Source: an optimization exercise on an open RTL-to-GDS flow (aim: small area, a short achievable clock period and few clock cycles per item). Production flows keep margins and buffers that such runs may drop. In this exercise RTL edits were held to simulation tests only and were not proved equivalent to the original.

==> flow/design.v <==
package jdc_pkg;
  localparam int YEAR_W  = 14;
  localparam int MONTH_W = 4;
  localparam int DAY_W   = 5;
  localparam int JDN_W   = 23;
  localparam int TDATA_W = 48;
  localparam logic [22:0] JDN_EPOCH = 23'd1721119;   
  localparam logic [22:0] JDN_FIRST = 23'd1721426;   
  localparam logic [22:0] JDN_LAST  = 23'd5373484;   
  localparam logic [18:0] EST_OFS = 19'd37704;
endpackage
module jdc_ctrl (
  input  logic clk,
  input  logic rst_n,
  input  logic in_tvalid,
  input  logic out_tready,
  output logic en,
  output logic vld_out
);
  logic v1_r, v2_r, v3_r;
  assign en      = ~v3_r | out_tready;
  assign vld_out = v3_r;
  always_ff @(posedge clk) begin
    if (!rst_n) begin
      v1_r <= 1'b0;
      v2_r <= 1'b0;
      v3_r <= 1'b0;
    end else if (en) begin
      v1_r <= in_tvalid;
      v2_r <= v1_r;
      v3_r <= v2_r;
    end
  end
endmodule
module jdc_fwd (
  input  logic [13:0] year,
  input  logic [3:0]  month,
  input  logic [4:0]  day,
  output logic [13:0] y_mar,
  output logic [8:0]  tday
);
  logic       early;
  logic [8:0] tmon;
  assign early = (month <= 4'd2);
  always_comb begin
    if (year == 14'd0) y_mar = early ? 14'd0 : 14'd1;
    else               y_mar = year - {13'd0, early};
  end
  always_comb begin
    case (month)
      4'd0:  tmon = 9'd275;
      4'd1:  tmon = 9'd306;
      4'd2:  tmon = 9'd337;
      4'd3:  tmon = 9'd0;
      4'd4:  tmon = 9'd31;
      4'd5:  tmon = 9'd61;
      4'd6:  tmon = 9'd92;
      4'd7:  tmon = 9'd122;
      4'd8:  tmon = 9'd153;
      4'd9:  tmon = 9'd184;
      4'd10: tmon = 9'd214;
      4'd11: tmon = 9'd245;
      4'd12: tmon = 9'd275;
      4'd13: tmon = 9'd306;
      4'd14: tmon = 9'd337;
      default: tmon = 9'd367;
    endcase
  end
  assign tday = tmon + {4'd0, day};
endmodule
import jdc_pkg::*;
module jdc_inv_est (
  input  logic [22:0] n,
  output logic [13:0] y_est,
  output logic        err
);
  logic [16:0] sa, sb, p;
  assign err   = (n < JDN_FIRST) || (n > JDN_LAST);
  logic e_c0, e_c1, e_c2, e_c3, e_c4, e_c5, e_c6, e_c7;
  logic e_c8, e_c9, e_c10, e_c11, e_c12, e_c13, e_c14, e_c15;
  logic e_c16, e_c17, e_c18, e_c19, e_c20, e_c21, e_c22, e_c23;
  logic e_c24, e_c25, e_c26, e_c27, e_c28, e_c29, e_c30, e_c31;
  logic e_c32, e_c33, e_c34, e_c35, e_c36, e_c37, e_c38, e_c39;
  logic e_c40, e_c41, e_c42, e_c43, e_c44, e_c45, e_c46, e_c47;
  logic e_c48, e_c49, e_c50, e_c51, e_c52, e_c53, e_c54, e_c55;
  logic e_c56, e_c57, e_c58, e_s0, e_s1, e_s2, e_s3, e_s4;
  logic e_s5, e_s6, e_s7, e_s8, e_s9, e_s10, e_s11, e_s12;
  logic e_s13, e_s14, e_s15, e_s16, e_s17, e_s18, e_s19, e_s20;
  logic e_s21, e_s22, e_s23, e_s24, e_s25, e_s26, e_s27, e_s28;
  logic e_s29, e_s30, e_s31, e_s32, e_s33, e_s34, e_s35, e_s36;
  logic e_s37, e_s38, e_s39, e_s40, e_s41, e_s42, e_s43, e_s44;
  logic e_s45, e_s46, e_s47, e_s48, e_s49, e_s50, e_s51, e_s52;
  logic e_s53, e_s54, e_s55, e_s56, e_s57, e_s58;
  assign e_s0 = n[7] ^ n[9];
  assign e_c0 = n[7] & n[9];
  assign e_s1 = n[8] ^ n[10];
  assign e_c1 = n[8] & n[10];
  assign e_s2 = n[9] ^ n[11] ^ n[12];
  assign e_c2 = (n[9] & n[11]) | (n[9] & n[12]) | (n[11] & n[12]);
  assign e_s3 = n[10] ^ n[12] ^ n[13];
  assign e_c3 = (n[10] & n[12]) | (n[10] & n[13]) | (n[12] & n[13]);
  assign e_s4 = n[11] ^ n[13] ^ n[14];
  assign e_c4 = (n[11] & n[13]) | (n[11] & n[14]) | (n[13] & n[14]);
  assign e_s5 = n[12] ^ n[14];
  assign e_c5 = n[12] & n[14];
  assign e_s6 = n[6] ^ n[8] ^ n[9];
  assign e_c6 = (n[6] & n[8]) | (n[6] & n[9]) | (n[8] & n[9]);
  assign e_s7 = n[10] ^ n[12] ^ ~n[15];
  assign e_c7 = (n[10] & n[12]) | (n[10] & ~n[15]) | (n[12] & ~n[15]);
  assign e_s8 = ~n[18] ^ 1'b1;
  assign e_c8 = ~n[18] & 1'b1;
  assign e_s9 = n[11] ^ n[13] ^ ~n[16];
  assign e_c9 = (n[11] & n[13]) | (n[11] & ~n[16]) | (n[13] & ~n[16]);
  assign e_s10 = ~n[19] ^ e_c0 ^ e_s1;
  assign e_c10 = (~n[19] & e_c0) | (~n[19] & e_s1) | (e_c0 & e_s1);
  assign e_s11 = n[14] ^ ~n[17] ^ ~n[20];
  assign e_c11 = (n[14] & ~n[17]) | (n[14] & ~n[20]) | (~n[17] & ~n[20]);
  assign e_s12 = 1'b1 ^ e_c1 ^ e_s2;
  assign e_c12 = (1'b1 & e_c1) | (1'b1 & e_s2) | (e_c1 & e_s2);
  assign e_s13 = n[15] ^ ~n[18] ^ ~n[21];
  assign e_c13 = (n[15] & ~n[18]) | (n[15] & ~n[21]) | (~n[18] & ~n[21]);
  assign e_s14 = 1'b1 ^ e_c2 ^ e_s3;
  assign e_c14 = (1'b1 & e_c2) | (1'b1 & e_s3) | (e_c2 & e_s3);
  assign e_s15 = n[16] ^ ~n[19] ^ ~n[22];
  assign e_c15 = (n[16] & ~n[19]) | (n[16] & ~n[22]) | (~n[19] & ~n[22]);
  assign e_s16 = 1'b1 ^ e_c3 ^ e_s4;
  assign e_c16 = (1'b1 & e_c3) | (1'b1 & e_s4) | (e_c3 & e_s4);
  assign e_s17 = n[15] ^ n[17] ^ ~n[20];
  assign e_c17 = (n[15] & n[17]) | (n[15] & ~n[20]) | (n[17] & ~n[20]);
  assign e_s18 = 1'b1 ^ e_c4 ^ e_s5;
  assign e_c18 = (1'b1 & e_c4) | (1'b1 & e_s5) | (e_c4 & e_s5);
  assign e_s19 = n[13] ^ n[15] ^ n[16];
  assign e_c19 = (n[13] & n[15]) | (n[13] & n[16]) | (n[15] & n[16]);
  assign e_s20 = n[18] ^ ~n[21] ^ e_c5;
  assign e_c20 = (n[18] & ~n[21]) | (n[18] & e_c5) | (~n[21] & e_c5);
  assign e_s21 = n[14] ^ n[16] ^ n[17];
  assign e_c21 = (n[14] & n[16]) | (n[14] & n[17]) | (n[16] & n[17]);
  assign e_s22 = n[19] ^ ~n[22];
  assign e_c22 = n[19] & ~n[22];
  assign e_s23 = n[15] ^ n[17] ^ n[18];
  assign e_c23 = (n[15] & n[17]) | (n[15] & n[18]) | (n[17] & n[18]);
  assign e_s24 = n[20] ^ 1'b1;
  assign e_c24 = n[20] & 1'b1;
  assign e_s25 = n[16] ^ n[18] ^ n[19];
  assign e_c25 = (n[16] & n[18]) | (n[16] & n[19]) | (n[18] & n[19]);
  assign e_s26 = n[17] ^ n[19] ^ n[20];
  assign e_c26 = (n[17] & n[19]) | (n[17] & n[20]) | (n[19] & n[20]);
  assign e_s27 = n[11] ^ ~n[14];
  assign e_c27 = n[11] & ~n[14];
  assign e_s28 = e_s0 ^ e_c6 ^ e_s7;
  assign e_c28 = (e_s0 & e_c6) | (e_s0 & e_s7) | (e_c6 & e_s7);
  assign e_s29 = e_c7 ^ e_c8 ^ e_s9;
  assign e_c29 = (e_c7 & e_c8) | (e_c7 & e_s9) | (e_c8 & e_s9);
  assign e_s30 = e_c9 ^ e_c10 ^ e_s11;
  assign e_c30 = (e_c9 & e_c10) | (e_c9 & e_s11) | (e_c10 & e_s11);
  assign e_s31 = e_c11 ^ e_c12 ^ e_s13;
  assign e_c31 = (e_c11 & e_c12) | (e_c11 & e_s13) | (e_c12 & e_s13);
  assign e_s32 = e_c13 ^ e_c14 ^ e_s15;
  assign e_c32 = (e_c13 & e_c14) | (e_c13 & e_s15) | (e_c14 & e_s15);
  assign e_s33 = e_c15 ^ e_c16 ^ e_s17;
  assign e_c33 = (e_c15 & e_c16) | (e_c15 & e_s17) | (e_c16 & e_s17);
  assign e_s34 = e_c17 ^ e_c18 ^ e_s19;
  assign e_c34 = (e_c17 & e_c18) | (e_c17 & e_s19) | (e_c18 & e_s19);
  assign e_s35 = e_c19 ^ e_c20 ^ e_s21;
  assign e_c35 = (e_c19 & e_c20) | (e_c19 & e_s21) | (e_c20 & e_s21);
  assign e_s36 = e_c21 ^ e_c22 ^ e_s23;
  assign e_c36 = (e_c21 & e_c22) | (e_c21 & e_s23) | (e_c22 & e_s23);
  assign e_s37 = n[21] ^ e_c23 ^ e_c24;
  assign e_c37 = (n[21] & e_c23) | (n[21] & e_c24) | (e_c23 & e_c24);
  assign e_s38 = n[22] ^ 1'b1 ^ e_c25;
  assign e_c38 = (n[22] & 1'b1) | (n[22] & e_c25) | (1'b1 & e_c25);
  assign e_s39 = n[18] ^ n[20] ^ n[21];
  assign e_c39 = (n[18] & n[20]) | (n[18] & n[21]) | (n[20] & n[21]);
  assign e_s40 = n[19] ^ n[21] ^ n[22];
  assign e_c40 = (n[19] & n[21]) | (n[19] & n[22]) | (n[21] & n[22]);
  assign e_s41 = n[20] ^ n[22];
  assign e_c41 = n[20] & n[22];
  assign e_s42 = ~n[17] ^ e_s6;
  assign e_c42 = ~n[17] & e_s6;
  assign e_s43 = e_s8 ^ e_c27 ^ e_s28;
  assign e_c43 = (e_s8 & e_c27) | (e_s8 & e_s28) | (e_c27 & e_s28);
  assign e_s44 = e_s10 ^ e_c28 ^ e_s29;
  assign e_c44 = (e_s10 & e_c28) | (e_s10 & e_s29) | (e_c28 & e_s29);
  assign e_s45 = e_s12 ^ e_c29 ^ e_s30;
  assign e_c45 = (e_s12 & e_c29) | (e_s12 & e_s30) | (e_c29 & e_s30);
  assign e_s46 = e_s14 ^ e_c30 ^ e_s31;
  assign e_c46 = (e_s14 & e_c30) | (e_s14 & e_s31) | (e_c30 & e_s31);
  assign e_s47 = e_s16 ^ e_c31 ^ e_s32;
  assign e_c47 = (e_s16 & e_c31) | (e_s16 & e_s32) | (e_c31 & e_s32);
  assign e_s48 = e_s18 ^ e_c32 ^ e_s33;
  assign e_c48 = (e_s18 & e_c32) | (e_s18 & e_s33) | (e_c32 & e_s33);
  assign e_s49 = e_s20 ^ e_c33 ^ e_s34;
  assign e_c49 = (e_s20 & e_c33) | (e_s20 & e_s34) | (e_c33 & e_s34);
  assign e_s50 = e_s22 ^ e_c34 ^ e_s35;
  assign e_c50 = (e_s22 & e_c34) | (e_s22 & e_s35) | (e_c34 & e_s35);
  assign e_s51 = e_s24 ^ e_c35 ^ e_s36;
  assign e_c51 = (e_s24 & e_c35) | (e_s24 & e_s36) | (e_c35 & e_s36);
  assign e_s52 = e_s25 ^ e_c36 ^ e_s37;
  assign e_c52 = (e_s25 & e_c36) | (e_s25 & e_s37) | (e_c36 & e_s37);
  assign e_s53 = e_s26 ^ e_c37 ^ e_s38;
  assign e_c53 = (e_s26 & e_c37) | (e_s26 & e_s38) | (e_c37 & e_s38);
  assign e_s54 = e_c26 ^ e_c38 ^ e_s39;
  assign e_c54 = (e_c26 & e_c38) | (e_c26 & e_s39) | (e_c38 & e_s39);
  assign e_s55 = 1'b1 ^ e_c39 ^ e_s40;
  assign e_c55 = (1'b1 & e_c39) | (1'b1 & e_s40) | (e_c39 & e_s40);
  assign e_s56 = 1'b1 ^ e_c40 ^ e_s41;
  assign e_c56 = (1'b1 & e_c40) | (1'b1 & e_s41) | (e_c40 & e_s41);
  assign e_s57 = n[21] ^ e_c41;
  assign e_c57 = n[21] & e_c41;
  assign e_s58 = n[22] ^ 1'b1;
  assign e_c58 = n[22] & 1'b1;
  assign sa = {e_c57, e_c56, e_c55, e_c54, e_c53, e_c52, e_c51, e_c50, e_c49, e_c48, e_c47, e_c46, e_c45, e_c44, e_c43, e_c42, e_s27};
  assign sb = {e_s58, e_s57, e_s56, e_s55, e_s54, e_s53, e_s52, e_s51, e_s50, e_s49, e_s48, e_s47, e_s46, e_s45, e_s44, e_s43, e_s42};
  assign p     = sa + sb;
  assign y_est = p[16:3];
endmodule
module jdc_inv_mon (
  input  logic [8:0]  doy,       
  output logic [3:0]  m          
);
  always_comb begin
    if      (doy >= 9'd337) m = 4'd11;
    else if (doy >= 9'd306) m = 4'd10;
    else if (doy >= 9'd275) m = 4'd9;
    else if (doy >= 9'd245) m = 4'd8;
    else if (doy >= 9'd214) m = 4'd7;
    else if (doy >= 9'd184) m = 4'd6;
    else if (doy >= 9'd153) m = 4'd5;
    else if (doy >= 9'd122) m = 4'd4;
    else if (doy >= 9'd92)  m = 4'd3;
    else if (doy >= 9'd61)  m = 4'd2;
    else if (doy >= 9'd31)  m = 4'd1;
    else                    m = 4'd0;
  end
endmodule
module jdc_inv_dec (
  input  logic [3:0]  m,         
  input  logic [4:0]  doy_lo,    
  input  logic        corr,      
  input  logic [13:0] y_est,
  output logic [13:0] year,
  output logic [3:0]  month,
  output logic [4:0]  day
);
  logic [4:0] start;             
  logic       jf;
  assign start = (m == 4'd0)  ? 5'(9'd0)   :
                 (m == 4'd1)  ? 5'(9'd31)  :
                 (m == 4'd2)  ? 5'(9'd61)  :
                 (m == 4'd3)  ? 5'(9'd92)  :
                 (m == 4'd4)  ? 5'(9'd122) :
                 (m == 4'd5)  ? 5'(9'd153) :
                 (m == 4'd6)  ? 5'(9'd184) :
                 (m == 4'd7)  ? 5'(9'd214) :
                 (m == 4'd8)  ? 5'(9'd245) :
                 (m == 4'd9)  ? 5'(9'd275) :
                 (m == 4'd10) ? 5'(9'd306) : 5'(9'd337);
  assign jf    = (m >= 4'd10);
  assign month = jf ? (m - 4'd9) : (m + 4'd3);
  assign day   = 5'(doy_lo - start + 5'd1);
  assign year  = y_est + {12'd0, corr & jf, corr ^ jf};
endmodule
import jdc_pkg::*;
module julian_day_converter (
  input  logic                         clk,
  input  logic                         rst_n,
  input  logic                         in_tvalid,
  output logic                         in_tready,
  input  logic [jdc_pkg::TDATA_W-1:0]  in_tdata,
  input  logic                         in_tuser,
  output logic                         out_tvalid,
  input  logic                         out_tready,
  output logic [jdc_pkg::TDATA_W-1:0]  out_tdata,
  output logic                         out_tuser
);
  logic        en;
  logic [13:0] y_mar, y_est;
  logic [8:0]  tday;
  logic        err0;
  logic [13:0] x1_r;      
  logic [9:0]  z1_r;      
  logic        op1_r, err1_r;
  logic [11:0] q;
  logic [15:0] cprod, ca, cb;
  logic [7:0]  cent;
  logic        r99, leap;
  logic [22:0] p, pa, pb;
  logic [9:0]  p2_r;      
  logic [13:0] w2_r;      
  logic [7:0]  c2_r;
  logic        leap2_r, op2_r, err2_r;
  logic [22:0] g, ga, gb;
  logic [9:0]  doy_c;
  logic        corr;
  logic [8:0]  doy;
  logic [3:0]  mon;
  logic [13:0] w3_r;      
  logic [9:0]  d3_r;      
  logic        op3_r, err3_r;
  logic [13:0] year_d;
  logic [3:0]  month_d;
  logic [4:0]  day_d;
  jdc_ctrl u_ctrl (
    .clk        (clk),
    .rst_n      (rst_n),
    .in_tvalid  (in_tvalid),
    .out_tready (out_tready),
    .en         (en),
    .vld_out    (out_tvalid)
  );
  jdc_fwd u_fwd (
    .year  (in_tdata[13:0]),
    .month (in_tdata[17:14]),
    .day   (in_tdata[22:18]),
    .y_mar (y_mar),
    .tday  (tday)
  );
  jdc_inv_est u_est (
    .n     (in_tdata[45:23]),
    .y_est (y_est),
    .err   (err0)
  );
  assign in_tready = en;
  always_ff @(posedge clk) begin
    if (en) begin
      x1_r   <= in_tuser ? y_est : y_mar;
      z1_r   <= in_tuser ? ~in_tdata[32:23] : {1'b0, tday};
      op1_r  <= in_tuser;
      err1_r <= in_tuser & err0;
    end
  end
  assign q     = x1_r[13:2];
  logic q_c0, q_c1, q_c2, q_c3, q_c4, q_c5, q_c6, q_c7;
  logic q_c8, q_c9, q_c10, q_c11, q_c12, q_c13, q_c14, q_c15;
  logic q_c16, q_c17, q_c18, q_c19, q_c20, q_c21, q_c22, q_c23;
  logic q_c24, q_s0, q_s1, q_s2, q_s3, q_s4, q_s5, q_s6;
  logic q_s7, q_s8, q_s9, q_s10, q_s11, q_s12, q_s13, q_s14;
  logic q_s15, q_s16, q_s17, q_s18, q_s19, q_s20, q_s21, q_s22;
  logic q_s23, q_s24;
  assign q_s0 = q[0] ^ q[2];
  assign q_c0 = q[0] & q[2];
  assign q_s1 = q[1] ^ q[3] ^ q[6];
  assign q_c1 = (q[1] & q[3]) | (q[1] & q[6]) | (q[3] & q[6]);
  assign q_s2 = q[2] ^ q[4] ^ q[7];
  assign q_c2 = (q[2] & q[4]) | (q[2] & q[7]) | (q[4] & q[7]);
  assign q_s3 = q[3] ^ q[5] ^ q[8];
  assign q_c3 = (q[3] & q[5]) | (q[3] & q[8]) | (q[5] & q[8]);
  assign q_s4 = q[4] ^ q[6] ^ q[9];
  assign q_c4 = (q[4] & q[6]) | (q[4] & q[9]) | (q[6] & q[9]);
  assign q_s5 = q[5] ^ q[7] ^ q[10];
  assign q_c5 = (q[5] & q[7]) | (q[5] & q[10]) | (q[7] & q[10]);
  assign q_s6 = q[6] ^ q[8] ^ q[11];
  assign q_c6 = (q[6] & q[8]) | (q[6] & q[11]) | (q[8] & q[11]);
  assign q_s7 = q[7] ^ q[9];
  assign q_c7 = q[7] & q[9];
  assign q_s8 = q[8] ^ q[10];
  assign q_c8 = q[8] & q[10];
  assign q_s9 = q[9] ^ q[11];
  assign q_c9 = q[9] & q[11];
  assign q_s10 = q[2] ^ ~q[7];
  assign q_c10 = q[2] & ~q[7];
  assign q_s11 = q[0] ^ q[3] ^ ~q[8];
  assign q_c11 = (q[0] & q[3]) | (q[0] & ~q[8]) | (q[3] & ~q[8]);
  assign q_s12 = q[1] ^ q[4] ^ ~q[9];
  assign q_c12 = (q[1] & q[4]) | (q[1] & ~q[9]) | (q[4] & ~q[9]);
  assign q_s13 = q[5] ^ ~q[10] ^ q_s0;
  assign q_c13 = (q[5] & ~q[10]) | (q[5] & q_s0) | (~q[10] & q_s0);
  assign q_s14 = ~q[11] ^ q_c0 ^ q_s1;
  assign q_c14 = (~q[11] & q_c0) | (~q[11] & q_s1) | (q_c0 & q_s1);
  assign q_s15 = 1'b1 ^ q_c1 ^ q_s2;
  assign q_c15 = (1'b1 & q_c1) | (1'b1 & q_s2) | (q_c1 & q_s2);
  assign q_s16 = 1'b1 ^ q_c2 ^ q_s3;
  assign q_c16 = (1'b1 & q_c2) | (1'b1 & q_s3) | (q_c2 & q_s3);
  assign q_s17 = 1'b1 ^ q_c3 ^ q_s4;
  assign q_c17 = (1'b1 & q_c3) | (1'b1 & q_s4) | (q_c3 & q_s4);
  assign q_s18 = 1'b1 ^ q_c4 ^ q_s5;
  assign q_c18 = (1'b1 & q_c4) | (1'b1 & q_s5) | (q_c4 & q_s5);
  assign q_s19 = 1'b1 ^ q_c5 ^ q_s6;
  assign q_c19 = (1'b1 & q_c5) | (1'b1 & q_s6) | (q_c5 & q_s6);
  assign q_s20 = 1'b1 ^ q_c6 ^ q_s7;
  assign q_c20 = (1'b1 & q_c6) | (1'b1 & q_s7) | (q_c6 & q_s7);
  assign q_s21 = 1'b1 ^ q_c7 ^ q_s8;
  assign q_c21 = (1'b1 & q_c7) | (1'b1 & q_s8) | (q_c7 & q_s8);
  assign q_s22 = 1'b1 ^ q_c8 ^ q_s9;
  assign q_c22 = (1'b1 & q_c8) | (1'b1 & q_s9) | (q_c8 & q_s9);
  assign q_s23 = q[10] ^ 1'b1 ^ q_c9;
  assign q_c23 = (q[10] & 1'b1) | (q[10] & q_c9) | (1'b1 & q_c9);
  assign q_s24 = q[11] ^ 1'b1;
  assign q_c24 = q[11] & 1'b1;
  assign ca = {1'b1, q_c23, q_c22, q_c21, q_c20, q_c19, q_c18, q_c17, q_c16, q_c15, q_c14, q_c13, q_c12, q_c11, q_c10, 1'b1};
  assign cb = {q_c24, q_s24, q_s23, q_s22, q_s21, q_s20, q_s19, q_s18, q_s17, q_s16, q_s15, q_s14, q_s13, q_s12, q_s11, q_s10};
  assign cprod = ca + cb;
  assign cent  = cprod[15:8];
  assign r99   = (x1_r[1:0] == 2'b11) && (cprod[7:0] >= 8'd246);
  assign leap  = (x1_r[1:0] == 2'b11) && (!r99 || (cent[1:0] == 2'b11));
  logic f_c0, f_c1, f_c2, f_c3, f_c4, f_c5, f_c6, f_c7;
  logic f_c8, f_c9, f_c10, f_c11, f_c12, f_c13, f_c14, f_c15;
  logic f_c16, f_c17, f_c18, f_c19, f_c20, f_c21, f_c22, f_c23;
  logic f_c24, f_c25, f_c26, f_c27, f_c28, f_c29, f_c30, f_c31;
  logic f_c32, f_c33, f_c34, f_c35, f_c36, f_c37, f_c38, f_c39;
  logic f_c40, f_c41, f_c42, f_c43, f_c44, f_c45, f_c46, f_c47;
  logic f_c48, f_c49, f_c50, f_c51, f_c52, f_c53, f_c54, f_c55;
  logic f_c56, f_c57, f_c58, f_c59, f_c60, f_c61, f_c62, f_c63;
  logic f_c64, f_c65, f_c66, f_c67, f_c68, f_c69, f_c70, f_c71;
  logic f_c72, f_c73, f_s0, f_s1, f_s2, f_s3, f_s4, f_s5;
  logic f_s6, f_s7, f_s8, f_s9, f_s10, f_s11, f_s12, f_s13;
  logic f_s14, f_s15, f_s16, f_s17, f_s18, f_s19, f_s20, f_s21;
  logic f_s22, f_s23, f_s24, f_s25, f_s26, f_s27, f_s28, f_s29;
  logic f_s30, f_s31, f_s32, f_s33, f_s34, f_s35, f_s36, f_s37;
  logic f_s38, f_s39, f_s40, f_s41, f_s42, f_s43, f_s44, f_s45;
  logic f_s46, f_s47, f_s48, f_s49, f_s50, f_s51, f_s52, f_s53;
  logic f_s54, f_s55, f_s56, f_s57, f_s58, f_s59, f_s60, f_s61;
  logic f_s62, f_s63, f_s64, f_s65, f_s66, f_s67, f_s68, f_s69;
  logic f_s70, f_s71, f_s72, f_s73;
  assign f_s0 = x1_r[0] ^ x1_r[1];
  assign f_c0 = x1_r[0] & x1_r[1];
  assign f_s1 = x1_r[1] ^ x1_r[2] ^ x1_r[4];
  assign f_c1 = (x1_r[1] & x1_r[2]) | (x1_r[1] & x1_r[4]) | (x1_r[2] & x1_r[4]);
  assign f_s2 = x1_r[0] ^ x1_r[2] ^ x1_r[3];
  assign f_c2 = (x1_r[0] & x1_r[2]) | (x1_r[0] & x1_r[3]) | (x1_r[2] & x1_r[3]);
  assign f_s3 = x1_r[5] ^ x1_r[6];
  assign f_c3 = x1_r[5] & x1_r[6];
  assign f_s4 = x1_r[1] ^ x1_r[3] ^ x1_r[4];
  assign f_c4 = (x1_r[1] & x1_r[3]) | (x1_r[1] & x1_r[4]) | (x1_r[3] & x1_r[4]);
  assign f_s5 = x1_r[6] ^ x1_r[7] ^ x1_r[9];
  assign f_c5 = (x1_r[6] & x1_r[7]) | (x1_r[6] & x1_r[9]) | (x1_r[7] & x1_r[9]);
  assign f_s6 = x1_r[2] ^ x1_r[4] ^ x1_r[5];
  assign f_c6 = (x1_r[2] & x1_r[4]) | (x1_r[2] & x1_r[5]) | (x1_r[4] & x1_r[5]);
  assign f_s7 = x1_r[7] ^ x1_r[8];
  assign f_c7 = x1_r[7] & x1_r[8];
  assign f_s8 = x1_r[3] ^ x1_r[5] ^ x1_r[6];
  assign f_c8 = (x1_r[3] & x1_r[5]) | (x1_r[3] & x1_r[6]) | (x1_r[5] & x1_r[6]);
  assign f_s9 = x1_r[8] ^ x1_r[9];
  assign f_c9 = x1_r[8] & x1_r[9];
  assign f_s10 = x1_r[4] ^ x1_r[6] ^ x1_r[7];
  assign f_c10 = (x1_r[4] & x1_r[6]) | (x1_r[4] & x1_r[7]) | (x1_r[6] & x1_r[7]);
  assign f_s11 = x1_r[5] ^ x1_r[7];
  assign f_c11 = x1_r[5] & x1_r[7];
  assign f_s12 = x1_r[0] ^ x1_r[1];
  assign f_c12 = x1_r[0] & x1_r[1];
  assign f_s13 = x1_r[1] ^ x1_r[2] ^ x1_r[4];
  assign f_c13 = (x1_r[1] & x1_r[2]) | (x1_r[1] & x1_r[4]) | (x1_r[2] & x1_r[4]);
  assign f_s14 = x1_r[0] ^ x1_r[2] ^ x1_r[3];
  assign f_c14 = (x1_r[0] & x1_r[2]) | (x1_r[0] & x1_r[3]) | (x1_r[2] & x1_r[3]);
  assign f_s15 = x1_r[5] ^ x1_r[7];
  assign f_c15 = x1_r[5] & x1_r[7];
  assign f_s16 = x1_r[3] ^ x1_r[4] ^ x1_r[6];
  assign f_c16 = (x1_r[3] & x1_r[4]) | (x1_r[3] & x1_r[6]) | (x1_r[4] & x1_r[6]);
  assign f_s17 = x1_r[8] ^ z1_r[6] ^ f_s0;
  assign f_c17 = (x1_r[8] & z1_r[6]) | (x1_r[8] & f_s0) | (z1_r[6] & f_s0);
  assign f_s18 = x1_r[5] ^ x1_r[7] ^ x1_r[9];
  assign f_c18 = (x1_r[5] & x1_r[7]) | (x1_r[5] & x1_r[9]) | (x1_r[7] & x1_r[9]);
  assign f_s19 = z1_r[7] ^ f_c0 ^ f_s1;
  assign f_c19 = (z1_r[7] & f_c0) | (z1_r[7] & f_s1) | (f_c0 & f_s1);
  assign f_s20 = x1_r[8] ^ x1_r[10] ^ z1_r[8];
  assign f_c20 = (x1_r[8] & x1_r[10]) | (x1_r[8] & z1_r[8]) | (x1_r[10] & z1_r[8]);
  assign f_s21 = f_c1 ^ f_s2 ^ f_s3;
  assign f_c21 = (f_c1 & f_s2) | (f_c1 & f_s3) | (f_s2 & f_s3);
  assign f_s22 = x1_r[11] ^ z1_r[9] ^ f_c2;
  assign f_c22 = (x1_r[11] & z1_r[9]) | (x1_r[11] & f_c2) | (z1_r[9] & f_c2);
  assign f_s23 = f_c3 ^ f_s4 ^ f_s5;
  assign f_c23 = (f_c3 & f_s4) | (f_c3 & f_s5) | (f_s4 & f_s5);
  assign f_s24 = x1_r[10] ^ x1_r[12] ^ f_c4;
  assign f_c24 = (x1_r[10] & x1_r[12]) | (x1_r[10] & f_c4) | (x1_r[12] & f_c4);
  assign f_s25 = f_c5 ^ f_s6 ^ f_s7;
  assign f_c25 = (f_c5 & f_s6) | (f_c5 & f_s7) | (f_s6 & f_s7);
  assign f_s26 = x1_r[11] ^ x1_r[13] ^ f_c6;
  assign f_c26 = (x1_r[11] & x1_r[13]) | (x1_r[11] & f_c6) | (x1_r[13] & f_c6);
  assign f_s27 = f_c7 ^ f_s8 ^ f_s9;
  assign f_c27 = (f_c7 & f_s8) | (f_c7 & f_s9) | (f_s8 & f_s9);
  assign f_s28 = x1_r[9] ^ x1_r[10] ^ x1_r[12];
  assign f_c28 = (x1_r[9] & x1_r[10]) | (x1_r[9] & x1_r[12]) | (x1_r[10] & x1_r[12]);
  assign f_s29 = f_c8 ^ f_c9 ^ f_s10;
  assign f_c29 = (f_c8 & f_c9) | (f_c8 & f_s10) | (f_c9 & f_s10);
  assign f_s30 = x1_r[8] ^ x1_r[10] ^ x1_r[11];
  assign f_c30 = (x1_r[8] & x1_r[10]) | (x1_r[8] & x1_r[11]) | (x1_r[10] & x1_r[11]);
  assign f_s31 = x1_r[13] ^ f_c10 ^ f_s11;
  assign f_c31 = (x1_r[13] & f_c10) | (x1_r[13] & f_s11) | (f_c10 & f_s11);
  assign f_s32 = x1_r[6] ^ x1_r[8] ^ x1_r[9];
  assign f_c32 = (x1_r[6] & x1_r[8]) | (x1_r[6] & x1_r[9]) | (x1_r[8] & x1_r[9]);
  assign f_s33 = x1_r[11] ^ x1_r[12] ^ f_c11;
  assign f_c33 = (x1_r[11] & x1_r[12]) | (x1_r[11] & f_c11) | (x1_r[12] & f_c11);
  assign f_s34 = x1_r[7] ^ x1_r[9] ^ x1_r[10];
  assign f_c34 = (x1_r[7] & x1_r[9]) | (x1_r[7] & x1_r[10]) | (x1_r[9] & x1_r[10]);
  assign f_s35 = x1_r[12] ^ x1_r[13];
  assign f_c35 = x1_r[12] & x1_r[13];
  assign f_s36 = x1_r[8] ^ x1_r[10] ^ x1_r[11];
  assign f_c36 = (x1_r[8] & x1_r[10]) | (x1_r[8] & x1_r[11]) | (x1_r[10] & x1_r[11]);
  assign f_s37 = x1_r[0] ^ x1_r[2];
  assign f_c37 = x1_r[0] & x1_r[2];
  assign f_s38 = x1_r[3] ^ x1_r[5] ^ z1_r[3];
  assign f_c38 = (x1_r[3] & x1_r[5]) | (x1_r[3] & z1_r[3]) | (x1_r[5] & z1_r[3]);
  assign f_s39 = x1_r[6] ^ z1_r[4] ^ f_c12;
  assign f_c39 = (x1_r[6] & z1_r[4]) | (x1_r[6] & f_c12) | (z1_r[4] & f_c12);
  assign f_s40 = z1_r[5] ^ f_c13 ^ f_s14;
  assign f_c40 = (z1_r[5] & f_c13) | (z1_r[5] & f_s14) | (f_c13 & f_s14);
  assign f_s41 = f_c14 ^ f_c15 ^ f_s16;
  assign f_c41 = (f_c14 & f_c15) | (f_c14 & f_s16) | (f_c15 & f_s16);
  assign f_s42 = f_c16 ^ f_c17 ^ f_s18;
  assign f_c42 = (f_c16 & f_c17) | (f_c16 & f_s18) | (f_c17 & f_s18);
  assign f_s43 = f_c18 ^ f_c19 ^ f_s20;
  assign f_c43 = (f_c18 & f_c19) | (f_c18 & f_s20) | (f_c19 & f_s20);
  assign f_s44 = f_c20 ^ f_c21 ^ f_s22;
  assign f_c44 = (f_c20 & f_c21) | (f_c20 & f_s22) | (f_c21 & f_s22);
  assign f_s45 = f_c22 ^ f_c23 ^ f_s24;
  assign f_c45 = (f_c22 & f_c23) | (f_c22 & f_s24) | (f_c23 & f_s24);
  assign f_s46 = f_c24 ^ f_c25 ^ f_s26;
  assign f_c46 = (f_c24 & f_c25) | (f_c24 & f_s26) | (f_c25 & f_s26);
  assign f_s47 = f_c26 ^ f_c27 ^ f_s28;
  assign f_c47 = (f_c26 & f_c27) | (f_c26 & f_s28) | (f_c27 & f_s28);
  assign f_s48 = f_c28 ^ f_c29 ^ f_s30;
  assign f_c48 = (f_c28 & f_c29) | (f_c28 & f_s30) | (f_c29 & f_s30);
  assign f_s49 = f_c30 ^ f_c31 ^ f_s32;
  assign f_c49 = (f_c30 & f_c31) | (f_c30 & f_s32) | (f_c31 & f_s32);
  assign f_s50 = f_c32 ^ f_c33 ^ f_s34;
  assign f_c50 = (f_c32 & f_c33) | (f_c32 & f_s34) | (f_c33 & f_s34);
  assign f_s51 = x1_r[13] ^ f_c34 ^ f_c35;
  assign f_c51 = (x1_r[13] & f_c34) | (x1_r[13] & f_c35) | (f_c34 & f_c35);
  assign f_s52 = x1_r[9] ^ x1_r[11] ^ x1_r[12];
  assign f_c52 = (x1_r[9] & x1_r[11]) | (x1_r[9] & x1_r[12]) | (x1_r[11] & x1_r[12]);
  assign f_s53 = x1_r[10] ^ x1_r[12];
  assign f_c53 = x1_r[10] & x1_r[12];
  assign f_s54 = x1_r[0] ^ x1_r[2];
  assign f_c54 = x1_r[0] & x1_r[2];
  assign f_s55 = x1_r[1] ^ x1_r[3] ^ z1_r[1];
  assign f_c55 = (x1_r[1] & x1_r[3]) | (x1_r[1] & z1_r[1]) | (x1_r[3] & z1_r[1]);
  assign f_s56 = x1_r[4] ^ z1_r[2] ^ f_s37;
  assign f_c56 = (x1_r[4] & z1_r[2]) | (x1_r[4] & f_s37) | (z1_r[2] & f_s37);
  assign f_s57 = f_s12 ^ f_c37 ^ f_s38;
  assign f_c57 = (f_s12 & f_c37) | (f_s12 & f_s38) | (f_c37 & f_s38);
  assign f_s58 = f_s13 ^ f_c38 ^ f_s39;
  assign f_c58 = (f_s13 & f_c38) | (f_s13 & f_s39) | (f_c38 & f_s39);
  assign f_s59 = f_s15 ^ f_c39 ^ f_s40;
  assign f_c59 = (f_s15 & f_c39) | (f_s15 & f_s40) | (f_c39 & f_s40);
  assign f_s60 = f_s17 ^ f_c40 ^ f_s41;
  assign f_c60 = (f_s17 & f_c40) | (f_s17 & f_s41) | (f_c40 & f_s41);
  assign f_s61 = f_s19 ^ f_c41 ^ f_s42;
  assign f_c61 = (f_s19 & f_c41) | (f_s19 & f_s42) | (f_c41 & f_s42);
  assign f_s62 = f_s21 ^ f_c42 ^ f_s43;
  assign f_c62 = (f_s21 & f_c42) | (f_s21 & f_s43) | (f_c42 & f_s43);
  assign f_s63 = f_s23 ^ f_c43 ^ f_s44;
  assign f_c63 = (f_s23 & f_c43) | (f_s23 & f_s44) | (f_c43 & f_s44);
  assign f_s64 = f_s25 ^ f_c44 ^ f_s45;
  assign f_c64 = (f_s25 & f_c44) | (f_s25 & f_s45) | (f_c44 & f_s45);
  assign f_s65 = f_s27 ^ f_c45 ^ f_s46;
  assign f_c65 = (f_s27 & f_c45) | (f_s27 & f_s46) | (f_c45 & f_s46);
  assign f_s66 = f_s29 ^ f_c46 ^ f_s47;
  assign f_c66 = (f_s29 & f_c46) | (f_s29 & f_s47) | (f_c46 & f_s47);
  assign f_s67 = f_s31 ^ f_c47 ^ f_s48;
  assign f_c67 = (f_s31 & f_c47) | (f_s31 & f_s48) | (f_c47 & f_s48);
  assign f_s68 = f_s33 ^ f_c48 ^ f_s49;
  assign f_c68 = (f_s33 & f_c48) | (f_s33 & f_s49) | (f_c48 & f_s49);
  assign f_s69 = f_s35 ^ f_c49 ^ f_s50;
  assign f_c69 = (f_s35 & f_c49) | (f_s35 & f_s50) | (f_c49 & f_s50);
  assign f_s70 = f_s36 ^ f_c50 ^ f_s51;
  assign f_c70 = (f_s36 & f_c50) | (f_s36 & f_s51) | (f_c50 & f_s51);
  assign f_s71 = f_c36 ^ f_c51 ^ f_s52;
  assign f_c71 = (f_c36 & f_c51) | (f_c36 & f_s52) | (f_c51 & f_s52);
  assign f_s72 = x1_r[13] ^ f_c52 ^ f_s53;
  assign f_c72 = (x1_r[13] & f_c52) | (x1_r[13] & f_s53) | (f_c52 & f_s53);
  assign f_s73 = x1_r[11] ^ x1_r[13] ^ f_c53;
  assign f_c73 = (x1_r[11] & x1_r[13]) | (x1_r[11] & f_c53) | (x1_r[13] & f_c53);
  assign pa = {1'b0, x1_r[13], x1_r[12], f_c72, f_c71, f_c70, f_c69, f_c68, f_c67, f_c66, f_c65, f_c64, f_c63, f_c62, f_c61, f_c60, f_c59, f_c58, f_c57, f_c56, f_c55, f_c54, z1_r[0]};
  assign pb = {1'b0, 1'b0, f_c73, f_s73, f_s72, f_s71, f_s70, f_s69, f_s68, f_s67, f_s66, f_s65, f_s64, f_s63, f_s62, f_s61, f_s60, f_s59, f_s58, f_s57, f_s56, f_s55, f_s54};
  assign p = pa + pb;
  always_ff @(posedge clk) begin
    if (en) begin
      p2_r    <= p[9:0];
      w2_r    <= op1_r ? x1_r : {1'b0, p[22:10]};
      c2_r    <= cent;
      leap2_r <= leap;
      op2_r   <= op1_r;
      err2_r  <= err1_r;
    end
  end
  logic g_c0, g_c1, g_c2, g_c3, g_c4, g_c5, g_c6, g_c7;
  logic g_c8, g_c9, g_c10, g_c11, g_c12, g_c13, g_s0, g_s1;
  logic g_s2, g_s3, g_s4, g_s5, g_s6, g_s7, g_s8, g_s9;
  logic g_s10, g_s11, g_s12, g_s13;
  assign g_s0 = p2_r[0] ^ ~c2_r[0];
  assign g_c0 = p2_r[0] & ~c2_r[0];
  assign g_s1 = p2_r[1] ^ ~c2_r[1];
  assign g_c1 = p2_r[1] & ~c2_r[1];
  assign g_s2 = p2_r[2] ^ ~c2_r[2];
  assign g_c2 = p2_r[2] & ~c2_r[2];
  assign g_s3 = p2_r[3] ^ ~c2_r[3];
  assign g_c3 = p2_r[3] & ~c2_r[3];
  assign g_s4 = p2_r[4] ^ ~c2_r[4];
  assign g_c4 = p2_r[4] & ~c2_r[4];
  assign g_s5 = p2_r[5] ^ ~c2_r[5] ^ c2_r[7];
  assign g_c5 = (p2_r[5] & ~c2_r[5]) | (p2_r[5] & c2_r[7]) | (~c2_r[5] & c2_r[7]);
  assign g_s6 = c2_r[2] ^ op2_r;
  assign g_c6 = c2_r[2] & op2_r;
  assign g_s7 = c2_r[3] ^ g_c0 ^ g_s1;
  assign g_c7 = (c2_r[3] & g_c0) | (c2_r[3] & g_s1) | (g_c0 & g_s1);
  assign g_s8 = c2_r[4] ^ g_c1 ^ g_s2;
  assign g_c8 = (c2_r[4] & g_c1) | (c2_r[4] & g_s2) | (g_c1 & g_s2);
  assign g_s9 = c2_r[5] ^ g_c2 ^ g_s3;
  assign g_c9 = (c2_r[5] & g_c2) | (c2_r[5] & g_s3) | (g_c2 & g_s3);
  assign g_s10 = c2_r[6] ^ g_c3 ^ g_s4;
  assign g_c10 = (c2_r[6] & g_c3) | (c2_r[6] & g_s4) | (g_c3 & g_s4);
  assign g_s11 = 1'b1 ^ g_c4 ^ g_s5;
  assign g_c11 = (1'b1 & g_c4) | (1'b1 & g_s5) | (g_c4 & g_s5);
  assign g_s12 = p2_r[6] ^ ~c2_r[6] ^ g_c5;
  assign g_c12 = (p2_r[6] & ~c2_r[6]) | (p2_r[6] & g_c5) | (~c2_r[6] & g_c5);
  assign g_s13 = p2_r[7] ^ ~c2_r[7];
  assign g_c13 = p2_r[7] & ~c2_r[7];
  assign ga = {w2_r[12], w2_r[11], w2_r[10], w2_r[9], w2_r[8], w2_r[7], w2_r[6], w2_r[5], w2_r[4], w2_r[3], w2_r[2], w2_r[1], w2_r[0], p2_r[9], p2_r[8], g_c12, g_c11, g_c10, g_c9, g_c8, g_c7, g_c6, g_s0};
  assign gb = {1'b0, 1'b0, 1'b1, 1'b1, 1'b0, 1'b1, 1'b0, 1'b0, 1'b1, 1'b0, 1'b0, 1'b0, 1'b0, 1'b1, g_c13, g_s13, g_s12, g_s11, g_s10, g_s9, g_s8, g_s7, g_s6};
  assign g     = ga + gb;
  assign doy_c = ~g[9:0];
  assign corr  = leap2_r ? (doy_c >= 10'd366) : (doy_c >= 10'd365);
  assign doy   = corr ? 9'(doy_c - (leap2_r ? 10'd366 : 10'd365)) : doy_c[8:0];
  jdc_inv_mon u_mon (
    .doy (doy),
    .m   (mon)
  );
  always_ff @(posedge clk) begin
    if (en) begin
      w3_r   <= op2_r ? w2_r : {1'b0, g[22:10]};
      d3_r   <= op2_r ? {corr, mon, doy[4:0]} : g[9:0];
      op3_r  <= op2_r;
      err3_r <= err2_r;
    end
  end
  jdc_inv_dec u_dec (
    .m      (d3_r[8:5]),
    .doy_lo (d3_r[4:0]),
    .corr   (d3_r[9]),
    .y_est  (w3_r),
    .year   (year_d),
    .month  (month_d),
    .day    (day_d)
  );
  always_comb begin
    out_tdata = '0;
    out_tuser = 1'b0;
    if (!op3_r) begin
      out_tdata[22:0] = {w3_r[12:0], d3_r};
    end else if (err3_r) begin
      out_tuser = 1'b1;
    end else begin
      out_tdata[36:23] = year_d;
      out_tdata[40:37] = month_d;
      out_tdata[45:41] = day_d;
    end
  end
endmodule
==> flow/flow/run.sh <==
#!/bin/bash
# Standard layout with two changes:
# - port buffers are buf_1 instead of the flow's default pick, a slow delay
#   cell; every port still gets its buffer;
# - after the standard synthesis, flow/invopt.py chooses the output polarity
#   of each full-adder cell (a full adder is self-dual) and turns some
#   half-adder cells into an xor and a two-input gate, so that fewer inverters
#   are needed around the adder cells. Registers, ports and all other cells
#   are left as the standard synthesis made them.
set -euo pipefail
cp standard.sh standard_sh.txt
export BUFFER_PORTS_ARGS="-buffer_cell sky130_fd_sc_hd__buf_1"
R=orfs/results/sky130hd/julian_day_converter/base
bash standard.sh synth > standard_synth.log 2>&1
cp $R/1_2_yosys.v yosys_netlist_standard.v
python3 flow/invopt.py yosys_netlist_standard.v $R/1_2_yosys.v > invopt.log 2>&1
touch $R/1_2_yosys.v
bash standard.sh > standard.log 2>&1
==> flow/flow/invopt.py <==
#!/usr/bin/env python3
"""Adder polarity pass on a mapped sky130hd netlist.

Yosys's adder extraction leaves many inverters around the full- and half-adder
cells. This pass treats every inverter as a free negation and then chooses:
- for each full adder, whether it computes its true or its complemented
  outputs (a full adder is self-dual: fa(~a, ~b, ~c) = ~fa(a, b, c));
- for each half adder, whether it stays a half-adder cell or becomes an
  xor/xnor gate plus a two-input and/nand/nor/or gate, which take any input
  polarity and give either output polarity;
so that the total area of inverters and half adders is smallest (local
search). It then puts back one inverter per net whose complement is still
needed. Registers, ports and all other cells are left as they are; inverters
that drive a port are kept.
usage: invopt2.py IN.v OUT.v
"""
import re, sys

OUTPINS = {"X", "Y", "Q", "Q_N", "SUM", "COUT", "HI", "LO"}
INV_A = 3.7536
HA_A = 12.512
XOR_A = 8.7584
# cout gate area by (pa, pb, c_ph): pa/pb = input needs inversion, c_ph = output complemented
def cout_area(pa, pb, cph):
    if pa == pb:
        if pa == 0:
            return 3.7536 if cph else 6.256      # nand2 / and2
        return 6.256 if cph else 3.7536          # or2 / nor2
    return 6.256 if cph else 7.5072              # nand2b / and2b

src = open(sys.argv[1]).read()
inst_re = re.compile(r"^(\s*)(sky130_fd_sc_hd__\w+)\s+(\\\S+\s|\S+)\s*\((.*?)\);\n", re.S | re.M)
pin_re = re.compile(r"\.(\w+)\(\s*(\\\S+\s|[^()\s]+)\s*\)")
norm = lambda n: n.strip()

outdecl = set()
for d in re.finditer(r"^\s*output\s+(\[(\d+):(\d+)\]\s*)?(\\\S+\s|\w+)\s*;", src, re.M):
    outdecl.add(norm(d.group(4)))
is_out_port = lambda net: re.sub(r"\[\d+\]$", "", net) in outdecl

insts = []
for mo in inst_re.finditer(src):
    typ, name, body = mo.group(2), norm(mo.group(3)), mo.group(4)
    pins = [(p, norm(n)) for p, n in pin_re.findall(body)]
    insts.append(dict(typ=typ, name=name, pins=pins, span=mo.span(), indent=mo.group(1)))

is_inv = lambda t: re.match(r"sky130_fd_sc_hd__(clk)?inv_\d+$", t) is not None
drv_inv, keep = {}, set()
for i in insts:
    if is_inv(i["typ"]):
        d = dict(i["pins"])
        if is_out_port(d["Y"]):
            keep.add(i["name"])
        else:
            drv_inv[d["Y"]] = d["A"]

def resolve(net):
    par = 0
    while net in drv_inv:
        net = drv_inv[net]; par ^= 1
    return net, par

for i in insts:
    t = i["typ"]
    i["kind"] = "fa" if t.startswith("sky130_fd_sc_hd__fa_") else "ha" if t.startswith("sky130_fd_sc_hd__ha_") else "other"
    i["flip"] = 0          # fa: complemented outputs
    i["mode"] = None       # ha: None = half-adder cell, else (s_ph, c_ph) for gates
drv = {}
for i in insts:
    if i["kind"] in ("fa", "ha"):
        for p, n in i["pins"]:
            if p in ("SUM", "COUT"):
                drv[n] = (i, p)

cons = []
for i in insts:
    if is_inv(i["typ"]) and i["name"] not in keep:
        continue
    for p, n in i["pins"]:
        if p in OUTPINS:
            continue
        b, par = resolve(n)
        cons.append(dict(inst=i, pin=p, net=b, par=par))
by_net = {}
for c in cons:
    by_net.setdefault(c["net"], []).append(c)
ins_of = {}
for c in cons:
    ins_of.setdefault(id(c["inst"]), []).append(c)

def phase(net):
    d = drv.get(net)
    if d is None:
        return 0
    i, p = d
    if i["kind"] == "fa":
        return i["flip"]
    if i["mode"] is None:
        return 0
    return i["mode"][0] if p == "SUM" else i["mode"][1]

def eff(c):
    """inversion the consumer needs on the physical net"""
    return c["par"] ^ phase(c["net"])

def need(c):
    i = c["inst"]
    if i["kind"] == "ha" and i["mode"] is not None:
        return 0
    return eff(c) ^ (i["flip"] if i["kind"] == "fa" else 0)

def netcost(b):
    return INV_A if any(need(c) for c in by_net.get(b, [])) else 0.0

def hacost(i):
    if i["mode"] is None:
        return HA_A
    d = {c["pin"]: eff(c) for c in ins_of[id(i)]}
    return XOR_A + cout_area(d.get("A", 0), d.get("B", 0), i["mode"][1])

def out_nets(i):
    return [n for p, n in i["pins"] if p in ("SUM", "COUT")]

def affected(i):
    nets = set(c["net"] for c in ins_of.get(id(i), []))
    nets.update(out_nets(i))
    has = set()
    for n in out_nets(i):
        for c in by_net.get(n, []):
            if c["inst"]["kind"] == "ha":
                has.add(id(c["inst"]))
    if i["kind"] == "ha":
        has.add(id(i))
    return nets, has

by_id = {id(i): i for i in insts}
def local_cost(nets, has):
    return sum(netcost(b) for b in nets) + sum(hacost(by_id[h]) for h in has)

def total():
    return sum(netcost(b) for b in by_net) + sum(hacost(i) for i in insts if i["kind"] == "ha")

before = total()
movers = [i for i in insts if i["kind"] in ("fa", "ha")]
opts_ha = [None, (0, 0), (0, 1), (1, 0), (1, 1)]
for rnd in range(30):
    improved = False
    for i in movers:
        nets, has = affected(i)
        base = local_cost(nets, has)
        if i["kind"] == "fa":
            i["flip"] ^= 1
            if local_cost(nets, has) < base - 1e-9:
                improved = True
            else:
                i["flip"] ^= 1
        else:
            cur = i["mode"]; best, bestc = cur, base
            for o in opts_ha:
                if o == cur:
                    continue
                i["mode"] = o
                cst = local_cost(nets, has)
                if cst < bestc - 1e-9:
                    best, bestc = o, cst
            i["mode"] = best
            if best != cur:
                improved = True
    if not improved:
        break
after = total()
nfl = sum(1 for i in insts if i["kind"] == "fa" and i["flip"])
nha = sum(1 for i in insts if i["kind"] == "ha" and i["mode"] is not None)
sys.stderr.write(f"inverters removed {len(drv_inv)}; inverter+half-adder area {before:.1f} -> {after:.1f}; fa flipped {nfl}; ha as gates {nha}\n")

esc = lambda n: n + " " if n.startswith("\\") else n
neg_name, newwires, newinsts = {}, [], []
def negnet(b):
    if b not in neg_name:
        k = len(neg_name)
        neg_name[b] = f"_invopt_n{k}_"
        newwires.append(neg_name[b])
        newinsts.append(f"  sky130_fd_sc_hd__inv_1 _invopt_i{k}_ (\n    .A({esc(b)}),\n    .Y({neg_name[b]})\n  );\n")
    return neg_name[b]

def cell(indent, typ, name, pins):
    return f"{indent}sky130_fd_sc_hd__{typ} {esc(name)} (\n" + ",\n".join(f"    .{p}({esc(n)})" for p, n in pins) + "\n  );\n"

out, pos = [], 0
for i in insts:
    s, e = i["span"]
    out.append(src[pos:s]); pos = e
    if is_inv(i["typ"]) and i["name"] not in keep:
        continue
    if i["kind"] == "ha" and i["mode"] is not None:
        d = {c["pin"]: c for c in ins_of[id(i)]}
        a, b = d["A"]["net"], d["B"]["net"]
        pa, pb = eff(d["A"]), eff(d["B"])
        o = dict((p, n) for p, n in i["pins"] if p in ("SUM", "COUT"))
        sph, cph = i["mode"]
        base = i["name"].lstrip("\\")
        if "SUM" in o:
            if pa ^ pb ^ sph:
                out.append(cell(i["indent"], "xnor2_1", base + "_s", [("A", a), ("B", b), ("Y", o["SUM"])]))
            else:
                out.append(cell(i["indent"], "xor2_1", base + "_s", [("A", a), ("B", b), ("X", o["SUM"])]))
        if "COUT" in o:
            if pa == pb == 0:
                g = ("nand2_1", [("A", a), ("B", b), ("Y", o["COUT"])]) if cph else ("and2_1", [("A", a), ("B", b), ("X", o["COUT"])])
            elif pa == pb == 1:
                g = ("or2_1", [("A", a), ("B", b), ("X", o["COUT"])]) if cph else ("nor2_1", [("A", a), ("B", b), ("Y", o["COUT"])])
            else:
                inv_in, oth = (a, b) if pa else (b, a)
                g = ("nand2b_1", [("A_N", inv_in), ("B", oth), ("Y", o["COUT"])]) if cph else ("and2b_1", [("A_N", inv_in), ("B", oth), ("X", o["COUT"])])
            out.append(cell(i["indent"], g[0], base + "_c", g[1]))
        continue
    pl = []
    cmap = {c["pin"]: c for c in ins_of.get(id(i), [])}
    for p, n in i["pins"]:
        if p in cmap:
            c = cmap[p]
            n = negnet(c["net"]) if need(c) else c["net"]
        pl.append((p, n))
    out.append(f"{i['indent']}{i['typ']} {esc(i['name'])} (\n" + ",\n".join(f"    .{p}({esc(n)})" for p, n in pl) + "\n  );\n")
out.append(src[pos:])
txt = "".join(out)
idx = txt.rindex("endmodule")
txt = txt[:idx] + "".join(f"  wire {w};\n" for w in newwires) + "".join(newinsts) + txt[idx:]
open(sys.argv[2], "w").write(txt)
==> flow/standard.sh <==
#!/bin/bash
# synth_recipe.tcl (not shown) runs the flow's synth.tcl, then flattens the netlist and writes it again
# the make line also repeats each setting of config.mk as NAME=value (left out here)
make -C /OpenROAD-flow-scripts/flow DESIGN_CONFIG=/design/flow/config.mk WORK_HOME=/design/flow/orfs CLKGATE_MAP_FILE= SYNTH_SCRIPT=/design/flow/synth_recipe.tcl "${@:-finish}"
==> flow/config.mk <==
export PLATFORM = sky130hd
export DESIGN_NAME = julian_day_converter
export DESIGN_NICKNAME = julian_day_converter
export VERILOG_FILES = /design/flow/design.v
export SDC_FILE = /design/flow/constraint.sdc
export NUM_CORES = 4
export LEC_CHECK = 0
export CAP_MARGIN = 20
export CORE_MARGIN = 2
export CORE_UTILIZATION = 40
export SLEW_MARGIN = 20
==> flow/constraint.sdc <==
create_clock -name core_clock -period 6.0 [get_ports {clk}]
set_input_delay 1.2000 -clock core_clock [delete_from_list [all_inputs] [get_ports {clk}]]
set_output_delay 1.2000 -clock core_clock [all_outputs]
set_load 0.01 [all_outputs]
==> flow_metrics.env, run 1 <==
export IMPL_totalWireLength_um=26200
export IMPL_syn_to_final_growth_pct=10.3
export IMPL_synth_area_per_cell_um2=9.83
export IMPL_timing_rr_start="x1_r[4]"
export IMPL_drt_pass1_iterations=5
export IMPL_cts_tree="yes"
export IMPL_hold_end="err3_r"
export IMPL_yosysWarnings=4
export IMPL_grt_use_total_pct=17.5
export IMPL_die_area_um2=30800
export IMPL_crit_path_start="in_tdata[38]"
export IMPL_drive_gt1_share_pct=5.00
export IMPL_place_ws_ps=318
export IMPL_drtIter0Drc=428
export IMPL_cts_setup_buffers=0
export IMPL_drv_slew=0
export IMPL_finalSetupViolCount=0
export IMPL_rsz0062_at_grt="no"
export IMPL_worst_slew_pin_slew_ps=826
export IMPL_cts_sinks=90
export IMPL_cts_buffer_depth=2
export IMPL_setup_slack_ps=681
export IMPL_cap_violations=0
export IMPL_worstHoldPathType="register to register"
export IMPL_dp_hpwl_um=21600
export IMPL_fill_cells=2805
export IMPL_cp_arrival_ps=5380
export IMPL_port_buffers=99
export IMPL_critical_path_class="input pin to register"
export IMPL_rr_worst_depth=14
export IMPL_cp_end_kind="register"
export IMPL_multi_input_area_um2=8690
export IMPL_synth_cells=1196
export IMPL_cp_max_fo=4
export IMPL_place_gp_congestion=0.870
export IMPL_fin_setup_tns_ps=0
export IMPL_slew_headroom_pct=45.0
export IMPL_ant_nets=0
export IMPL_nets=1579
export IMPL_vias=8865
export IMPL_worstHoldPathCells=0
export IMPL_antenna_found_initial=0
export IMPL_grt_start_max_net_pins=61
export IMPL_htreeDepth=3
export IMPL_clk_latency_ps=350
export IMPL_avgViaCountPerCell=5.26
export IMPL_max_freq_mhz=188
export IMPL_start_util_pct=40.7
export IMPL_placed_cells=1668
export IMPL_clk_pin_slew_ps=60
export IMPL_grt_pass1_vias=8863
export IMPL_register_area_um2=2670
export IMPL_num_io_pins=104
export IMPL_fin_util_pct=44.9
export IMPL_die_w_um=175
export IMPL_period_share_pct=88.7
export IMPL_cp_required_ps=6060
export IMPL_core_area_um2=28900
export IMPL_wl_per_cell_um=15.6
export IMPL_syn_area_um2=11800
export IMPL_fin_cells=1684
export IMPL_hold_buffers=0
export IMPL_root_buffer="clkbuf_16"
export IMPL_drc=0
export IMPL_cts_buffers=9
export IMPL_grt_pass1_wl_um=43800
export IMPL_die_y_um=175
export IMPL_diodes=0
export IMPL_critPathLaunchType="input pin"
export IMPL_hp_start="err2_r"
export IMPL_cts_resized=0
export IMPL_r2r_end="w2_r[11]"
export IMPL_min_period_ps=5320
export IMPL_status="timing/DRC/antenna clean"
export IMPL_r2r_slack_ps=710
export IMPL_fin_worst_skew_ps=6.50
export IMPL_grt_remaining_overflow=0
export IMPL_std_cell_rows=62
export IMPL_hold_violations=0
-- routing by layer --
metal,routed length (µm),GRT usage (%),up-vias,share of wire (%)
li1,-,-,4420,-
met1,11700,22.3,4222,45
met2,13000,31.7,190,50
met3,973,2.29,33,3.7
met4,501,4.03,0,1.9
met5,0,0,-,0
-- worst max-delay path, cell delays in order --
cell and delay (ps):
buf_1 120, inv_1 100, fa_1 460, fa_1 520, fa_1 430, ha_1 300
a31o_2 230, a21o_1 190, a21oi_1 290, o21ai_0 250, o211ai_1 280, a31oi_1 170
a21o_1 230, a21o_1 200, a21oi_1 170, xnor2_1 130, o22ai_1 90
-- layout make-up --
| class | instances | area share, % |
|---|---|---|
| multi-input cells | 1008 | 67.1 |
| clock buffers | 11 | 1.87 |
| well taps | 384 | 3.71 |
| inverters | 70 | 2.04 |
| flip-flops and latches | 90 | 20.6 |
| clock inverters | 5 | 0.850 |
| repair buffers | 116 | 3.85 |
-- stage by stage --
stage | instance area, µm² | hold slack [ps]
5_1_grt | 13000 | 434
6_report | 13000 | 420
4_1_cts | 13000 | 419
3_5_place_dp | 12600 | 405
3_3_place_gp | 12600 | 405
2_1_floorplan | 11800 | 400
-- sequential cells by signal (all words and copies together) (netlist names), 8 cells and up --
signal and count:
c2_r 8, w2_r 14, d3_r 10, w3_r 14
x1_r 14, z1_r 10, p2_r 10
-- how the worst max path moves through the flow --
stage,endpoint,slack (ps),depth (start not counted)
final,x1_r[13],680,17
after global routing,w2_r[10],380,13
after CTS,x1_r[13],680,16
after detailed placement,x1_r[13],320,16
after global placement,x1_r[13],370,16
after floorplan,x1_r[13],880,16
-- placed cells by master (no fill, tap or decap), types with 7 or more instances in the layout --
cell and count:
a31oi_1 11, a211oi_1 8, edfxtp_1 87, fa_1 123, o31ai_1 10, or2_2 9
xnor2_1 71, xor2_1 46, and3_1 12, a21o_1 20, mux2i_1 9, o21a_1 11
ha_1 108, a21oi_1 69, clkbuf_16 9, buf_4 17, o21ai_0 61, o21bai_1 9
or3_1 15, nor3_1 26, nor3b_1 7, o22ai_1 9, nand3_1 21, nand2b_1 19
and2_1 16, nor4_1 7, nor2b_1 32, nand2_1 82, buf_1 99, nor2_1 104
nand4_1 8, inv_1 69
Testbench counts, summed over its fixed seeds: cycles 8,024, items 8,000.
==> run 2: changes to the inputs <==
--- a/flow/config.mk
+++ b/flow/config.mk
@@ -8,4 +8,5 @@
 export CAP_MARGIN = 20
 export CORE_MARGIN = 2
 export CORE_UTILIZATION = 40
+export SETUP_SLACK_MARGIN = 1.2
 export SLEW_MARGIN = 20
==> flow_metrics.env, run 2 <==
export IMPL_avgViaCountPerCell=5.18
export IMPL_drv_slew=0
export IMPL_timing_rr_start="x1_r[3]"
export IMPL_cp_max_fo=4
export IMPL_max_freq_mhz=208
export IMPL_cts_tree="yes"
export IMPL_syn_to_final_growth_pct=16.4
export IMPL_clk_pin_slew_ps=70
export IMPL_min_period_ps=4810
export IMPL_dp_hpwl_um=21900
export IMPL_synth_cells=1196
export IMPL_fin_area_um2=13700
export IMPL_grt_use_total_pct=18.2
export IMPL_mostFrequentLayoutCell="fa_1"
export IMPL_root_buffer="clkbuf_16"
export IMPL_crit_chain="buf_8 > fa_1 > fa_1 > fa_1 > ha_1 > a31o_2 > a21o_1 > a21oi_4 > o21ai_2 > o211ai_1 > a31oi_2 > a21o_1 > a21o_1 > a21oi_2 > xnor2_1 > o22ai_1"
export IMPL_worstHoldPathType="register to register"
export IMPL_r2r_end="w2_r[11]"
export IMPL_num_io_pins=104
export IMPL_drive_gt1_share_pct=13.6
export IMPL_htreeDepth=3
export IMPL_cap_violations=0
export IMPL_totalWireLength_um=27400
export IMPL_drtIter0Drc=407
export IMPL_die_y_um=175
export IMPL_cts_sinks=90
export IMPL_yosysWarnings=4
export IMPL_hp_start="err2_r"
export IMPL_grt_remaining_overflow=0
export IMPL_wl_per_cell_um=15.7
export IMPL_synth_area_per_cell_um2=9.83
export IMPL_std_cell_rows=62
export IMPL_grt_pass1_vias=9094
export IMPL_clk_latency_ps=350
export IMPL_period_share_pct=80.2
export IMPL_cp_end_kind="register"
export IMPL_placed_cells=1669
export IMPL_syn_area_um2=11800
export IMPL_critPathSlowestCell="fa_1"
export IMPL_fin_cells=1747
export IMPL_cp_arrival_ps=4880
export IMPL_die_w_um=175
export IMPL_hold_violations=0
export IMPL_port_buffers=99
export IMPL_ant_nets=0
export IMPL_cp_num_buf_inv=1
export IMPL_antenna_found_initial=0
export IMPL_critPathLaunchType="input pin"
export IMPL_critical_path_class="input pin to register"
export IMPL_hold_buffers=0
export IMPL_vias=9050
export IMPL_worst_slew_pin_slew_ps=806
export IMPL_diodes=0
export IMPL_status="timing/DRC/antenna clean"
export IMPL_fin_setup_tns_ps=0
export IMPL_slew_headroom_pct=46.3
export IMPL_worstHoldPathCells=0
export IMPL_cp_required_ps=6070
export IMPL_crit_family="adder cells"
export IMPL_largestRegisters="w2_r: 14 flops, w3_r: 14 flops, x1_r: 14 flops"
export IMPL_grt_pass1_wl_um=45100
export IMPL_r2r_slack_ps=1290
export IMPL_die_area_um2=30800
export IMPL_drc=0
export IMPL_drt_pass1_iterations=7
export IMPL_cts_buffer_depth=2
export IMPL_rsz0062_at_grt="yes"
export IMPL_core_area_um2=28900
export IMPL_final_cell_mix="fa_1, nor2_1, ha_1, buf_1, edfxtp_1"
export IMPL_postPlaceCellArea_um2=12600
export IMPL_rr_worst_depth=16
export IMPL_slowest_delay_ps=550
export IMPL_start_util_pct=40.7
export IMPL_cts_buffers=9
export IMPL_hold_end="err3_r"
export IMPL_place_gp_congestion=0.873
export IMPL_nets=1642
export IMPL_grt_start_max_net_pins=65
export IMPL_fin_worst_skew_ps=11.0
export IMPL_finalSetupViolCount=0
-- run 2: worst max-delay path by stage --
stage	slack, ps	depth (start not counted)	from	end
CTS	1100	13	x1_r[1]	w2_r[11]
global route	1040	16	x1_r[3]	w2_r[11]
detailed placement	540	16	in_tdata[35]	x1_r[13]
finish	1190	16	in_tdata[33]	x1_r[13]
global placement	600	16	in_tdata[35]	x1_r[13]
floorplan	1140	15	in_tdata[33]	x1_r[13]
-- run 2: repair_timing --
| action | in CTS | in global routing |
|---|---|---|
| setup buffers | 30 | 32 |
| gates resized for setup | 29 | 55 |
| endpoints found under the setup margin | 10 | 18 |
| endpoints found under the hold margin | 0 | 0 |
| pin swaps | 6 | 27 |
| cloned | 0 | 0 |
-- run 2: worst register-to-register path, delay by kind of cell, from the launching register on --
kind                       cells  cell delay, ps
and+or+nand+nor                3             420
adders and majority gates      5            2220
AOI/OAI and AO/OA              5             970
DFF                            1             440
buffers and inverters          3             370
-- run 2: per-stage QoR --
stage / hold WS, ps / utilization, % / worst slack, ps
CTS: 428 / 45.8 / 1100
finish: 424 / 47.4 / 1190
global placement: 407 / 43.8 / 596
detailed placement: 413 / 43.8 / 541
floorplan: 400 / - / 1140
global route: 452 / 47.4 / 1040
-- run 2: per-layer routing --
layer | up-vias | global-route usage (%) | wire length, µm
met5 | - | 0 | 0
met4 | 0 | 3.62 | 455
met3 | 31 | 1.90 | 831
met2 | 173 | 33.1 | 13800
met1 | 4302 | 23.4 | 12300
li1 | 4544 | - | -
-- run 2: cell type report --
| cell class | instances | area [µm²] |
|---|---|---|
| fill | 2740 | 15200 |
| tap | 384 | 480 |
| clock inverter | 4 | 30.0 |
| clock buffer | 12 | 236 |
| timing repair buffer | 179 | 1030 |
| sequential | 90 | 2670 |
| inverter | 70 | 267 |
| multi-input combinational | 1008 | 8960 |

-- re-timing with driven ports --
Ports are ideal in the flow. The routed layouts listed here were re-timed in OpenROAD.
Step 1 sets driving cells, clkbuf_16 on the clock port and buf_2 on the other inputs (assumed; they add their load-dependent delay and slew).
Step 2 times the ports against the registers' clock, not the clock port: input delays grow and output delays shrink by t, the midpoint of the rising clock arrivals with the driver on.
Slacks: ideal / step 1 / step 2; pairs: ideal / step 1.
run | shift t [ns] | setup WS [ns] | worst setup path at the end
run 1 | 0.389 | 0.681 / 0.702 / 0.314 | input to register
run 2 | 0.390 | 1.186 / 1.192 / 0.803 | input to register
After both steps setup and hold are still met in every run listed. The setup slack of run 2, which loses most, moves by +0.006 ns with the drivers and by -0.383 ns with both steps.
